Source: an optimization exercise on an open RTL-to-GDS flow (aim: small area, a short achievable clock period and few clock cycles per item). Production flows keep margins and buffers that such runs may drop. The RTL was checked by simulation tests, not by an equivalence proof against the original design. Power figures rest on the tool's default switching activity, not on a simulated workload.

==> inputs of try-maple <==
==> flow/design.v (excerpt) <==
module ln_top (
    input  logic                  core_clk,
    input  logic                  rst_n,
    input  logic                  ln_start,       
    input  ln_pkg::ln_cfg_t       cfg,            
    input  logic [(4 * 4 * 8)-1:0] lbuf_rdata,
    input  logic [(4 * 4 * 8)-1:0] cache_rdata,
    output logic                  ln_end,
    output ln_pkg::ln_lbuf_req_t  lbuf_req,
    output logic [(4 * 4 * 8)-1:0] lbuf_wdata,
    output ln_pkg::ln_cache_req_t cache_req,
    output logic [(4 * 4 * 8)-1:0] cache_wdata
);
    localparam int ROWS  = 4 * 4;
    localparam int ACC_W = 19;                    
    localparam int P_W   = 26;                    
    localparam logic [1:0] PT_SUMC = 2'd0;
    localparam logic [1:0] PT_SUMX = 2'd1;
    localparam logic [1:0] PT_OUTL = 2'd2;
    localparam logic [4:0] GAP     = 5'd17;       
    logic [13-1:0] ia_q, oa_q;
    logic [12-1:0]   n_q;
    logic [2:0] sh_s3;       
    logic [6:0] sh_mask;     
    logic       sh_s8;       
    always_ff @(posedge core_clk) begin
        ia_q  <= 13'(cfg.ifm_align);
        oa_q  <= 13'(cfg.ofm_align);
        n_q   <= cfg.channel_number;
        sh_s8 <= cfg.shift_out[3];
        sh_s3 <= cfg.shift_out[3] ? 3'd0 : cfg.shift_out[2:0];
        for (int j = 0; j < 7; j++)
            sh_mask[j] <= cfg.shift_out[3] || (cfg.shift_out[2:0] >= 3'(7 - j));
    end
    logic                  busy;
    logic                  act;         
    logic                  first;       
    logic [1:0]            pt;          
    logic [1:0]            pend;        
    logic [12-1:0]   cnt;         
  ...
==> flow/config.mk <==
export PLATFORM = sky130hd
export DESIGN_NAME = ln_top
export DESIGN_NICKNAME = ln_top
export VERILOG_FILES = /design/flow/design.v
export SDC_FILE = /design/flow/constraint.sdc
export NUM_CORES = 4
export LEC_CHECK = 0
export CAP_MARGIN = 20
export CORE_MARGIN = 2
export CORE_UTILIZATION = 45
export CTS_BUF_LIST = sky130_fd_sc_hd__clkbuf_8
export CTS_CLUSTER_DIAMETER = 50
export CTS_CLUSTER_SIZE = 12
export PLACE_DENSITY = 0.6
export SLEW_MARGIN = 20
export TNS_END_PERCENT = 0
==> flow/constraint.sdc <==
create_clock -name core_clock -period 9.0 [get_ports {core_clk}]
set_input_delay 1.8000 -clock core_clock [delete_from_list [all_inputs] [get_ports {core_clk}]]
set_output_delay 1.8000 -clock core_clock [all_outputs]
set_load 0.01 [all_outputs]
standard.sh (not shown) runs the stock make flow with config.mk's settings and CLKGATE_MAP_FILE= SYNTH_SCRIPT=/design/flow/synth_recipe.tcl, a recipe that flattens the netlist after the stock synthesis.
==> flow/flow/run.sh <==
#!/bin/bash
set -euo pipefail
export BUFFER_PORTS_ARGS="-buffer_cell sky130_fd_sc_hd__buf_2"
export SETUP_SLACK_MARGIN=5.3
bash standard.sh > flow_make.log 2>&1
==> inputs of try-willow, as changes to try-maple <==
--- a/flow/design.v
+++ b/flow/design.v
@@ -57,15 +57,15 @@
 );
     localparam int ROWS  = 4 * 4;
     localparam int ACC_W = 19;                    
     localparam int P_W   = 26;                    
     localparam logic [1:0] PT_SUMC = 2'd0;
     localparam logic [1:0] PT_SUMX = 2'd1;
     localparam logic [1:0] PT_OUTL = 2'd2;
-    localparam logic [4:0] GAP     = 5'd17;       
+    localparam logic [4:0] GAP     = 5'd18;       
     logic [13-1:0] ia_q, oa_q;
     logic [12-1:0]   n_q;
     logic [2:0] sh_s3;       
     logic [6:0] sh_mask;     
     logic       sh_s8;       
     always_ff @(posedge core_clk) begin
         ia_q  <= 13'(cfg.ifm_align);
@@ -220,19 +220,21 @@
     assign lbuf_req.ren   = act;
     assign lbuf_req.raddr = raddr;
     assign lbuf_req.wen   = lwen;
     assign lbuf_req.waddr = waddr;
     assign cache_req.ren  = cren;
     assign cache_req.wen  = p3_cwr;
     assign cache_req.addr = caddr;
-    logic [(4 * 4 * 8)-1:0] r_o;
+    logic [(4 * 4 * 8)-1:0] r_l;    
+    logic [(4 * 4 * 8)-1:0] r_o;    
     always_ff @(posedge core_clk) begin
+        r_l <= p2_sum ? lbuf_rdata : '0;
         r_o <= p2_srcc ? cache_rdata : lbuf_rdata;
     end
-    assign cache_wdata = r_o;
+    assign cache_wdata = r_l;
     logic                    ex_on;
     logic [3:0]              ek;
     logic [3:0]              ek_n;
     logic [6:0]              m_reg, m_d;
     logic [4:0]              e_reg, e_d, e_d2;
     logic                    sv, pv;
     logic signed [ACC_W-1:0] s_reg;
@@ -255,15 +257,15 @@
             ex_on <= 1'b0;
             ek    <= '0;
             sv    <= 1'b0;
             pv    <= 1'b0;
         end else begin
             sv <= ex_on;
             pv <= sv;
-            if (p2_sum && p2_last) begin
+            if (p3_sum && p3_last) begin
                 ex_on <= 1'b1;
                 ek    <= '0;
             end else if (ex_on) begin
                 ek <= ek + 4'd1;
                 if (ek == 4'd15) ex_on <= 1'b0;
             end
         end
@@ -310,15 +312,15 @@
         logic [10:0]      hi;
         logic [ACC_W-1:0] nxt;
         logic [9:0]       d;
         logic [9:0]       ne;
         logic             nf;
         logic             sg;
         logic [7:0]       shl;
-        assign u  = p2_sum ? {~lbuf_rdata[r*8+7], lbuf_rdata[r*8 +: 7]} : 8'd0;
+        assign u  = {r_l[r*8+7] ^ p3_sum, r_l[r*8 +: 7]};
         assign lo = {1'b0, acc[r][7:0]} + {1'b0, u};
         assign hi = acc[r][18:8] + {10'd0, lo[8]};
         if (r == ROWS - 1) begin : g_tail
             assign nxt = '0;
         end else begin : g_link
             assign nxt = acc[r+1];
         end
==> flow/flow/run.sh (replaced) <==
#!/bin/bash
set -euo pipefail
export BUFFER_PORTS_ARGS="-buffer_cell sky130_fd_sc_hd__buf_2"
export SETUP_SLACK_MARGIN=5.6
# clock tree: same settings as config.mk, without dummy balancing loads
export CTS_ARGS="-sink_clustering_enable -repair_clock_nets -dont_use_dummy_load -buf_list sky130_fd_sc_hd__clkbuf_8 -sink_clustering_size 12 -sink_clustering_max_diameter 50"
bash standard.sh > flow_make.log 2>&1
- TNS_END_PERCENT: 0 -> not set
==> notes <==
try-willow completed with no timing, DRC or antenna violations. try-maple passed the timing, DRC and antenna checks. Between try-willow and try-maple, the lower worst setup slack is in try-willow (gap 56 ps). Of try-willow and try-maple, try-willow has the higher cell area (gap about 5.4%, measured against try-maple). Utilization is about the same in try-willow and try-maple. Of try-willow and try-maple, try-willow has the higher via count (gap about 3%, measured against try-maple). In try-willow the register-to-register slack is worse than in try-maple, by 60 ps. Between try-willow and try-maple, the lower clock skew is in try-maple (gap 42 ps). Against try-maple, the synthesized cell count of try-willow is larger by 2.6%.
Testbench counts of try-maple, summed over its fixed seeds: cycles 69,324, items 40,736.
Testbench counts of try-willow, summed over its fixed seeds: cycles 69,512, items 40,736.

---

==> pepper <==
ln_top with an RTL version that a note above also has.
## ln_top
module ln_top (
    input  logic                  core_clk,
    input  logic                  rst_n,
    input  logic                  ln_start,       
    input  ln_pkg::ln_cfg_t       cfg,            
    input  logic [(4 * 4 * 8)-1:0] lbuf_rdata,
    input  logic [(4 * 4 * 8)-1:0] cache_rdata,
    output logic                  ln_end,
    output ln_pkg::ln_lbuf_req_t  lbuf_req,
    output logic [(4 * 4 * 8)-1:0] lbuf_wdata,
    output ln_pkg::ln_cache_req_t cache_req,
    output logic [(4 * 4 * 8)-1:0] cache_wdata
);
Settings: LEC_CHECK=0, CAP_MARGIN=20, CORE_MARGIN=2, CORE_UTILIZATION=45, CTS_BUF_LIST=sky130_fd_sc_hd__clkbuf_8, CTS_CLUSTER_DIAMETER=50, CTS_CLUSTER_SIZE=12, PLACE_DENSITY=0.6, SLEW_MARGIN=20; clock period 9.0 ns.
==> flow/flow/run.sh <==
#!/bin/bash
set -euo pipefail
export BUFFER_PORTS_ARGS="-buffer_cell sky130_fd_sc_hd__buf_2"
export SETUP_SLACK_MARGIN=5.3
# clock tree: same settings as config.mk, without dummy balancing loads
export CTS_ARGS="-sink_clustering_enable -repair_clock_nets -dont_use_dummy_load -buf_list sky130_fd_sc_hd__clkbuf_8 -sink_clustering_size 12 -sink_clustering_max_diameter 50"
bash standard.sh > flow_make.log 2>&1
==> cedar: changes against pepper <==
--- a/flow/design.v
+++ b/flow/design.v
@@ -59,11 +59,11 @@
     localparam int ACC_W = 19;                    
     localparam int P_W   = 26;                    
     localparam logic [1:0] PT_SUMC = 2'd0;
     localparam logic [1:0] PT_SUMX = 2'd1;
     localparam logic [1:0] PT_OUTL = 2'd2;
-    localparam logic [4:0] GAP     = 5'd18;       
+    localparam logic [4:0] GAP     = 5'd17;       
     logic [13-1:0] ia_q, oa_q;
     logic [12-1:0]   n_q;
     logic [2:0] sh_s3;       
     logic [6:0] sh_mask;     
     logic       sh_s8;       
@@ -222,17 +222,15 @@
     assign lbuf_req.wen   = lwen;
     assign lbuf_req.waddr = waddr;
     assign cache_req.ren  = cren;
     assign cache_req.wen  = p3_cwr;
     assign cache_req.addr = caddr;
-    logic [(4 * 4 * 8)-1:0] r_l;    
-    logic [(4 * 4 * 8)-1:0] r_o;    
+    logic [(4 * 4 * 8)-1:0] r_o;
     always_ff @(posedge core_clk) begin
-        r_l <= p2_sum ? lbuf_rdata : '0;
         r_o <= p2_srcc ? cache_rdata : lbuf_rdata;
     end
-    assign cache_wdata = r_l;
+    assign cache_wdata = r_o;
     logic                    ex_on;
     logic [3:0]              ek;
     logic [3:0]              ek_n;
     logic [6:0]              m_reg, m_d;
     logic [4:0]              e_reg, e_d, e_d2;
@@ -259,11 +257,11 @@
             sv    <= 1'b0;
             pv    <= 1'b0;
         end else begin
             sv <= ex_on;
             pv <= sv;
-            if (p3_sum && p3_last) begin
+            if (p2_sum && p2_last) begin
                 ex_on <= 1'b1;
                 ek    <= '0;
             end else if (ex_on) begin
                 ek <= ek + 4'd1;
                 if (ek == 4'd15) ex_on <= 1'b0;
@@ -314,11 +312,11 @@
         logic [9:0]       d;
         logic [9:0]       ne;
         logic             nf;
         logic             sg;
         logic [7:0]       shl;
-        assign u  = {r_l[r*8+7] ^ p3_sum, r_l[r*8 +: 7]};
+        assign u  = p2_sum ? {~lbuf_rdata[r*8+7], lbuf_rdata[r*8 +: 7]} : 8'd0;
         assign lo = {1'b0, acc[r][7:0]} + {1'b0, u};
         assign hi = acc[r][18:8] + {10'd0, lo[8]};
         if (r == ROWS - 1) begin : g_tail
             assign nxt = '0;
         end else begin : g_link
==> flow/flow/run.sh (replaced) <==
#!/bin/bash
set -euo pipefail
export BUFFER_PORTS_ARGS="-buffer_cell sky130_fd_sc_hd__buf_2"
export SETUP_SLACK_MARGIN=5.0
bash standard.sh > flow_make.log 2>&1
CORE_UTILIZATION = 60   (was 45)
PLACE_DENSITY = 0.75   (was 0.6)
==> notes <==
Between pepper and cedar, the lower register-to-register slack is in cedar (gap 250 ps).
In cedar the clock-buffer cell count is lower than in pepper, by 23.
Against pepper, the cell count of cedar is smaller by about 7%.
Against pepper, the non-clock buffer count of cedar is lower by 52.
Sequential share of layout area: cedar is lower than pepper (2.1 points).
Against pepper, the routed wire length of cedar is smaller by 9.7%.
Of pepper and cedar, cedar has the higher global-route usage (gap 6.8 points).
Against cedar, the die area of pepper is larger by about 40%.
Between pepper and cedar, the lower sequential power is in cedar (gap 32%, measured against cedar).
Testbench counts of pepper, summed over its fixed seeds: cycles 69,512, items 40,736.
Testbench counts of cedar, summed over its fixed seeds: cycles 69,324, items 40,736.

---

==> inputs of tundra <==
==> flow/design.v <==
package ln_pkg;
    typedef enum logic [1:0] {
        IDLE,
        SUM,    
        DIV,    
        OUT     
    } ln_state_e;
    typedef struct packed {
        logic [6:0] m;
        logic [4:0] e;
    } ln_div_t;
    typedef struct packed {
        logic [12-1:0]          channel_number;   
        logic [15:0]                  im_base;
        logic [15:0]                  om_base;
        logic [11:0]                  ifm_align;        
        logic [11:0]                  ofm_align;
        logic [11:0]                  block_count;
        logic [3:0]                   shift_out;
        logic [4*12-1:0]      div;              
    } ln_cfg_t;
    typedef struct packed {
        ln_state_e           state;
        logic [12-1:0] cnt;    
    } ln_phase_t;
    typedef struct packed {
        logic                  ren;
        logic [13-1:0] raddr;
        logic                  wen;
        logic [13-1:0] waddr;
    } ln_lbuf_req_t;
    typedef struct packed {
        logic                    ren;
        logic                    wen;
        logic [11-1:0] addr;    
    } ln_cache_req_t;
    typedef struct packed {
        logic clear;
        logic acc_en;
        logic mean_start;
        logic out_en;
    } ln_lane_ctl_t;
endpackage
`timescale 1ns/1ps
module ln_top (
    input  logic                  core_clk,
    input  logic                  rst_n,
    input  logic                  ln_start,       
    input  ln_pkg::ln_cfg_t       cfg,            
    input  logic [(4 * 4 * 8)-1:0] lbuf_rdata,
    input  logic [(4 * 4 * 8)-1:0] cache_rdata,
    output logic                  ln_end,
    output ln_pkg::ln_lbuf_req_t  lbuf_req,
    output logic [(4 * 4 * 8)-1:0] lbuf_wdata,
    output ln_pkg::ln_cache_req_t cache_req,
    output logic [(4 * 4 * 8)-1:0] cache_wdata
);
    localparam int ROWS  = 4 * 4;
    localparam int ACC_W = 19;                    
    localparam int P_W   = 26;                    
    localparam logic [1:0] PT_SUMC = 2'd0;
    localparam logic [1:0] PT_SUMX = 2'd1;
    localparam logic [1:0] PT_OUTL = 2'd2;
    localparam logic [4:0] GAP     = 5'd17;       
    logic [13-1:0] ia_q, oa_q;
    logic [12-1:0]   n_q;
    logic [2:0] sh_s3;       
    logic [6:0] sh_mask;     
    logic       sh_s8;       
    always_ff @(posedge core_clk) begin
        ia_q  <= 13'(cfg.ifm_align);
        oa_q  <= 13'(cfg.ofm_align);
        n_q   <= cfg.channel_number;
        sh_s8 <= cfg.shift_out[3];
        sh_s3 <= cfg.shift_out[3] ? 3'd0 : cfg.shift_out[2:0];
        for (int j = 0; j < 7; j++)
            sh_mask[j] <= cfg.shift_out[3] || (cfg.shift_out[2:0] >= 3'(7 - j));
    end
    logic                  busy;
    logic                  act;         
    logic                  first;       
    logic [1:0]            pt;          
    logic [1:0]            pend;        
    logic [12-1:0]   cnt;         
    logic [4:0]            gap;
    logic                  gap_on;
    logic [11:0]           sl;          
    logic                  cren;
    logic [13-1:0] raddr, rbase, rnext;
    logic                  last_req;
    logic                  go;          
    logic                  lastn;       
    assign last_req = act && lastn;
    assign rnext    = rbase + ia_q;
    assign go       = gap_on && (gap == 5'd1);
    always_ff @(posedge core_clk or negedge rst_n) begin
        if (!rst_n) begin
            busy   <= 1'b0;
            act    <= 1'b0;
            first  <= 1'b0;
            gap_on <= 1'b0;
            cren   <= 1'b0;
        end else begin
            first <= 1'b0;
            if (!busy) begin
                if (ln_start) begin
                    busy  <= 1'b1;
                    act   <= 1'b1;
                    first <= 1'b1;
                end
            end else if (last_req) begin
                if (pt == PT_OUTL) begin
                    if (sl == 12'd1) begin
                        busy <= 1'b0;
                        act  <= 1'b0;
                    end else begin
                        first <= 1'b1;
                    end
                end else begin
                    act    <= 1'b0;
                    cren   <= 1'b0;
                    gap_on <= 1'b1;
                end
            end else if (go) begin
                gap_on <= 1'b0;
                act    <= 1'b1;
                first  <= 1'b1;
                cren   <= (pend == PT_SUMX);
            end
        end
    end
    always_ff @(posedge core_clk) begin
        if (!busy) begin
            pt    <= PT_SUMC;
            cnt   <= cfg.channel_number;
            lastn <= (cfg.channel_number == 12'(1));
            raddr <= cfg.im_base[13-1:0];
            rbase <= cfg.im_base[13-1:0];
            sl    <= cfg.block_count;
        end else if (act && !last_req) begin
            cnt   <= cnt - 12'(1);
            lastn <= (cnt == 12'(2));
            raddr <= raddr + 13'(1);
        end else if (last_req) begin
            gap  <= GAP;
            pend <= (pt == PT_SUMX || sl == 12'd1) ? PT_OUTL : PT_SUMX;
            if (pt == PT_OUTL) begin
                pt    <= PT_SUMC;
                cnt   <= n_q;
                lastn <= (n_q == 12'(1));
                raddr <= rnext;
                rbase <= rnext;
                sl    <= sl - 12'd1;
            end
        end else if (gap_on) begin
            gap <= gap - 5'd1;
            if (go) begin
                pt    <= pend;
                cnt   <= n_q;
                lastn <= (n_q == 12'(1));
                if (pend == PT_SUMX) begin
                    raddr <= rnext;
                    rbase <= rnext;
                    sl    <= sl - 12'd1;
                end else begin
                    raddr <= rbase;
                end
            end
        end
    end
    logic p0_sum, p0_cwr, p0_out, p0_srcc, p0_jlast;
    logic p1_sum, p1_cwr, p1_out, p1_srcc, p1_first, p1_last, p1_jlast;
    logic p2_sum, p2_cwr, p2_out, p2_srcc, p2_first, p2_last, p2_jlast;
    logic p3_sum, p3_cwr, p3_out, p3_last, p3_jlast;
    logic p4_last, p4_jlast;
    logic lwen;
    logic [13-1:0]   waddr, wbase, wnext;
    logic [11-1:0] caddr;
    assign p0_sum   = act && (pt != PT_OUTL);
    assign p0_cwr   = act && (pt == PT_SUMC);
    assign p0_out   = act && (pt != PT_SUMC);
    assign p0_srcc  = (pt == PT_SUMX);
    assign p0_jlast = (pt == PT_OUTL) && (sl == 12'd1);
    assign wnext    = wbase + oa_q;
    always_ff @(posedge core_clk or negedge rst_n) begin
        if (!rst_n) begin
            {p1_sum, p1_cwr, p1_out, p1_srcc, p1_first, p1_last, p1_jlast} <= '0;
            {p2_sum, p2_cwr, p2_out, p2_srcc, p2_first, p2_last, p2_jlast} <= '0;
            {p3_sum, p3_cwr, p3_out, p3_last, p3_jlast}                    <= '0;
            {p4_last, p4_jlast}                                            <= '0;
            lwen   <= 1'b0;
            ln_end <= 1'b0;
        end else begin
            {p1_sum, p1_cwr, p1_out, p1_srcc, p1_first, p1_last, p1_jlast} <=
                {p0_sum, p0_cwr, p0_out, p0_srcc, first, last_req, p0_jlast};
            {p2_sum, p2_cwr, p2_out, p2_srcc, p2_first, p2_last, p2_jlast} <=
                {p1_sum, p1_cwr, p1_out, p1_srcc, p1_first, p1_last, p1_jlast};
            {p3_sum, p3_cwr, p3_out, p3_last, p3_jlast} <=
                {p2_sum, p2_cwr, p2_out, p2_last, p2_jlast};
            {p4_last, p4_jlast} <= {p3_last, p3_jlast};
            lwen   <= p3_out;
            ln_end <= lwen && p4_last && p4_jlast;
        end
    end
    always_ff @(posedge core_clk) begin
        if (!busy && ln_start) begin
            waddr <= cfg.om_base[13-1:0];
            wbase <= cfg.om_base[13-1:0];
        end else if (lwen) begin
            waddr <= p4_last ? wnext : waddr + 13'(1);
            if (p4_last) wbase <= wnext;
        end
        if (go)
            caddr <= '0;
        else if (cren)
            caddr <= caddr + 11'(1);
        else if (p2_cwr)
            caddr <= p2_first ? '0 : caddr + 11'(1);
    end
    assign lbuf_req.ren   = act;
    assign lbuf_req.raddr = raddr;
    assign lbuf_req.wen   = lwen;
    assign lbuf_req.waddr = waddr;
    assign cache_req.ren  = cren;
    assign cache_req.wen  = p3_cwr;
    assign cache_req.addr = caddr;
    logic [(4 * 4 * 8)-1:0] r_o;
    always_ff @(posedge core_clk) begin
        r_o <= p2_srcc ? cache_rdata : lbuf_rdata;
    end
    assign cache_wdata = r_o;
    logic                    ex_on;
    logic [3:0]              ek;
    logic [3:0]              ek_n;
    logic [6:0]              m_reg, m_d;
    logic [4:0]              e_reg, e_d, e_d2;
    logic                    sv, pv;
    logic signed [ACC_W-1:0] s_reg;
    logic signed [ACC_W+1:0] s3_reg;    
    logic signed [ACC_W+1:0] ms0, ms1, ms2;
    logic signed [22:0]      pa;        
    logic signed [21:0]      pb;        
    logic signed [P_W-1:0]   prod;
    logic signed [P_W-1:0]   quo;
    logic [P_W-1:0]          hmask;     
    logic                    ovf;
    logic signed [8:0]       mean_new;
    logic [ACC_W-1:0]        acc  [ROWS];
    logic signed [8:0]       mean [ROWS];
    logic [11:0]             div_sel;
    assign ek_n    = ex_on ? ek + 4'd1 : 4'd0;
    assign div_sel = cfg.div[ek_n[3:2]*12 +: 12];
    always_ff @(posedge core_clk or negedge rst_n) begin
        if (!rst_n) begin
            ex_on <= 1'b0;
            ek    <= '0;
            sv    <= 1'b0;
            pv    <= 1'b0;
        end else begin
            sv <= ex_on;
            pv <= sv;
            if (p2_sum && p2_last) begin
                ex_on <= 1'b1;
                ek    <= '0;
            end else if (ex_on) begin
                ek <= ek + 4'd1;
                if (ek == 4'd15) ex_on <= 1'b0;
            end
        end
    end
    always_ff @(posedge core_clk) begin
        m_reg <= div_sel[11:5];
        e_reg <= div_sel[4:0];
        s_reg  <= signed'(acc[0] - {n_q, 7'd0});
        s3_reg <= 21'(signed'(acc[0] - {n_q, 7'd0})) * 21'sd3;
        m_d    <= m_reg;
        e_d    <= e_reg;
        pa     <= 23'(ms0) + (23'(ms1) <<< 2);
        pb     <= 22'(ms2) + (22'(m_d[6] ? 21'(s_reg) : 21'sd0) <<< 2);
        e_d2  <= e_d;
    end
    function automatic logic signed [ACC_W+1:0] mul2(input logic [1:0] dg,
                                                     input logic signed [ACC_W-1:0] a,
                                                     input logic signed [ACC_W+1:0] a3);
        case (dg)
            2'd0:    mul2 = '0;
            2'd1:    mul2 = 21'(a);
            2'd2:    mul2 = 21'(a) <<< 1;
            default: mul2 = a3;
        endcase
    endfunction
    assign ms0 = mul2(m_d[1:0], s_reg, s3_reg);
    assign ms1 = mul2(m_d[3:2], s_reg, s3_reg);
    assign ms2 = mul2(m_d[5:4], s_reg, s3_reg);
    assign prod = P_W'(pa) + (P_W'(pb) <<< 4);
    assign quo  = prod >>> e_d2;
    for (genvar j = 0; j < P_W; j++) begin : g_hmask
        assign hmask[j] = (j >= 8) && (6'(j) >= 6'(e_d2) + 6'd8);
    end
    assign ovf = |((prod ^ {P_W{prod[P_W-1]}}) & hmask);
    always_comb begin
        if (ovf)
            mean_new = prod[P_W-1] ? -9'sd256 : 9'sd255;
        else
            mean_new = quo[8:0];
    end
    for (genvar r = 0; r < ROWS; r++) begin : g_row
        logic [7:0]       u;
        logic [8:0]       lo;
        logic [10:0]      hi;
        logic [ACC_W-1:0] nxt;
        logic [9:0]       d;
        logic [9:0]       ne;
        logic             nf;
        logic             sg;
        logic [7:0]       shl;
        assign u  = p2_sum ? {~lbuf_rdata[r*8+7], lbuf_rdata[r*8 +: 7]} : 8'd0;
        assign lo = {1'b0, acc[r][7:0]} + {1'b0, u};
        assign hi = acc[r][18:8] + {10'd0, lo[8]};
        if (r == ROWS - 1) begin : g_tail
            assign nxt = '0;
        end else begin : g_link
            assign nxt = acc[r+1];
        end
        always_ff @(posedge core_clk or negedge rst_n) begin
            if (!rst_n)
                acc[r] <= '0;
            else
                acc[r] <= ex_on ? nxt : {hi, lo[7:0]};
        end
        always_ff @(posedge core_clk) begin
            if (pv) mean[r] <= (r == ROWS - 1) ? mean_new : mean[(r + 1) % ROWS];
        end
        assign d   = {{2{r_o[r*8+7]}}, r_o[r*8 +: 8]} - {mean[r][8], mean[r]};
        assign sg  = d[9];
        assign ne  = d ^ {10{sg}};
        assign nf  = ne[8] | ne[7] | (|(ne[6:0] & sh_mask)) | (sh_s8 & sg);
        assign shl = d[7:0] << sh_s3;
        always_ff @(posedge core_clk) begin
            lbuf_wdata[r*8 +: 8] <= nf ? {sg, {7{~sg}}} : shl;
        end
    end
endmodule
==> flow/flow/run.sh <==
#!/bin/bash
set -euo pipefail
export BUFFER_PORTS_ARGS="-buffer_cell sky130_fd_sc_hd__buf_2"
export SETUP_SLACK_MARGIN=5.0
bash standard.sh > flow_make.log 2>&1
==> flow/standard.sh <==
#!/bin/bash
# synth_recipe.tcl (not shown) runs the flow's synth.tcl, then flattens the netlist and writes it again
# the make line also repeats each setting of config.mk as NAME=value (left out here)
make -C /OpenROAD-flow-scripts/flow DESIGN_CONFIG=/design/flow/config.mk WORK_HOME=/design/flow/orfs CLKGATE_MAP_FILE= SYNTH_SCRIPT=/design/flow/synth_recipe.tcl "${@:-finish}"
==> flow/config.mk <==
export PLATFORM = sky130hd
export DESIGN_NAME = ln_top
export DESIGN_NICKNAME = ln_top
export VERILOG_FILES = /design/flow/design.v
export SDC_FILE = /design/flow/constraint.sdc
export NUM_CORES = 4
export LEC_CHECK = 0
export CAP_MARGIN = 20
export CORE_MARGIN = 2
export CORE_UTILIZATION = 45
export CTS_BUF_LIST = sky130_fd_sc_hd__clkbuf_8
export CTS_CLUSTER_DIAMETER = 50
export CTS_CLUSTER_SIZE = 12
export PLACE_DENSITY = 0.6
export SLEW_MARGIN = 20
==> flow/constraint.sdc <==
create_clock -name core_clock -period 9.0 [get_ports {core_clk}]
set_input_delay 1.8000 -clock core_clock [delete_from_list [all_inputs] [get_ports {core_clk}]]
set_output_delay 1.8000 -clock core_clock [all_outputs]
set_load 0.01 [all_outputs]
==> onyx: changes against tundra <==
--- a/flow/design.v
+++ b/flow/design.v
@@ -62,5 +62,5 @@
     localparam logic [1:0] PT_SUMX = 2'd1;
     localparam logic [1:0] PT_OUTL = 2'd2;
-    localparam logic [4:0] GAP     = 5'd17;       
+    localparam logic [4:0] GAP     = 5'd18;       
     logic [13-1:0] ia_q, oa_q;
     logic [12-1:0]   n_q;
@@ -225,9 +225,11 @@
     assign cache_req.wen  = p3_cwr;
     assign cache_req.addr = caddr;
-    logic [(4 * 4 * 8)-1:0] r_o;
+    logic [(4 * 4 * 8)-1:0] r_l;    
+    logic [(4 * 4 * 8)-1:0] r_o;    
     always_ff @(posedge core_clk) begin
+        r_l <= p2_sum ? lbuf_rdata : '0;
         r_o <= p2_srcc ? cache_rdata : lbuf_rdata;
     end
-    assign cache_wdata = r_o;
+    assign cache_wdata = r_l;
     logic                    ex_on;
     logic [3:0]              ek;
@@ -260,5 +262,5 @@
             sv <= ex_on;
             pv <= sv;
-            if (p2_sum && p2_last) begin
+            if (p3_sum && p3_last) begin
                 ex_on <= 1'b1;
                 ek    <= '0;
@@ -315,5 +317,5 @@
         logic             sg;
         logic [7:0]       shl;
-        assign u  = p2_sum ? {~lbuf_rdata[r*8+7], lbuf_rdata[r*8 +: 7]} : 8'd0;
+        assign u  = {r_l[r*8+7] ^ p3_sum, r_l[r*8 +: 7]};
         assign lo = {1'b0, acc[r][7:0]} + {1'b0, u};
         assign hi = acc[r][18:8] + {10'd0, lo[8]};
==> flow/flow/run.sh (replaced) <==
#!/bin/bash
set -euo pipefail
export BUFFER_PORTS_ARGS="-buffer_cell sky130_fd_sc_hd__buf_2"
export SETUP_SLACK_MARGIN=5.3
bash standard.sh > flow_make.log 2>&1
==> garnet: changes against tundra <==
==> flow/flow/run.sh (replaced) <==
#!/bin/bash
set -euo pipefail
export BUFFER_PORTS_ARGS="-buffer_cell sky130_fd_sc_hd__buf_2"
export SETUP_SLACK_MARGIN=5.8
bash standard.sh > flow_make.log 2>&1
--- a/flow/config.mk
+++ b/flow/config.mk
@@ -9,7 +9,6 @@
 export CORE_MARGIN = 2
 export CORE_UTILIZATION = 45
-export CTS_BUF_LIST = sky130_fd_sc_hd__clkbuf_8
-export CTS_CLUSTER_DIAMETER = 50
-export CTS_CLUSTER_SIZE = 12
+export CTS_CLUSTER_DIAMETER = 60
+export CTS_CLUSTER_SIZE = 20
 export PLACE_DENSITY = 0.6
 export SLEW_MARGIN = 20
==> notes <==
Between onyx and tundra, the lower critical path depth is in tundra (gap 2). The highest clock skew belongs to onyx, the lowest to garnet. The highest sequential power belongs to onyx, the lowest to tundra. Power: garnet is lower than onyx (27%). In tundra the sequential share of layout area is lower than in onyx, by 2.0 points. Final cell count: tundra < onyx < garnet. Final area, lowest first: tundra, onyx, garnet. Against tundra, the register-to-register slack of garnet is higher by 0.14 ns. The highest wire length belongs to garnet, the lowest to tundra. Of garnet and onyx, onyx has the higher area after synthesis (gap 4.4%, measured against onyx). The highest global-route usage belongs to garnet, the lowest to onyx.
Testbench counts of tundra, summed over its fixed seeds: cycles 69,324, items 40,736.
Testbench counts of onyx, summed over its fixed seeds: cycles 69,512, items 40,736.
Testbench counts of garnet, summed over its fixed seeds: cycles 69,324, items 40,736.

afterwards: timing with drivers on the ports:
How much do the figures lean on ideal ports? The routed layouts below were timed once more, with nothing changed but the port constraints. Step 1, drivers: a clkbuf_16 drives core_clk and a buf_2 each remaining input, both assumed. Step 2 times the ports against the registers' clock, not the clock port: input delays grow and output delays shrink by t, the midpoint of the rising clock arrivals with the driver on. Three values: no drivers, after step 1, after step 2; two values: the first two.
| run | shift t [ns] | slack for setup (ns) | hold slack, ns | worst setup path at the end | slew at the worst register clock pin (ns) |
|---|---|---|---|---|---|
| try-maple | 0.940 | 5.208 / 5.175 / 4.235 | 0.319 / 0.319 / 0.319 | input to register | 0.09 / 0.09 |
| try-willow | 0.941 | 5.152 / 5.152 / 5.152 | 0.306 / 0.306 / 0.306 | register to register | 0.08 / 0.08 |
| pepper | 0.936 | 5.301 / 5.301 / 5.301 | 0.263 / 0.263 / 0.263 | register to register | 0.09 / 0.09 |
| cedar | 0.877 | 5.048 / 5.048 / 4.257 | 0.322 / 0.322 / 0.322 | input to register | 0.09 / 0.09 |
| tundra | 0.962 | 5.115 / 5.115 / 4.216 | 0.317 / 0.317 / 0.317 | input to register | 0.09 / 0.09 |
| onyx | 0.958 | 5.315 / 5.315 / 5.315 | 0.295 / 0.295 / 0.295 | register to register | 0.09 / 0.09 |
| garnet | 0.814 | 5.258 / 5.258 / 4.467 | 0.327 / 0.327 / 0.327 | input to register | 0.08 / 0.08 |
After both steps every run listed still meets setup and hold. For try-maple, which loses most, drivers alone change the setup slack by -0.033 ns; drivers and shift together by -0.973 ns.
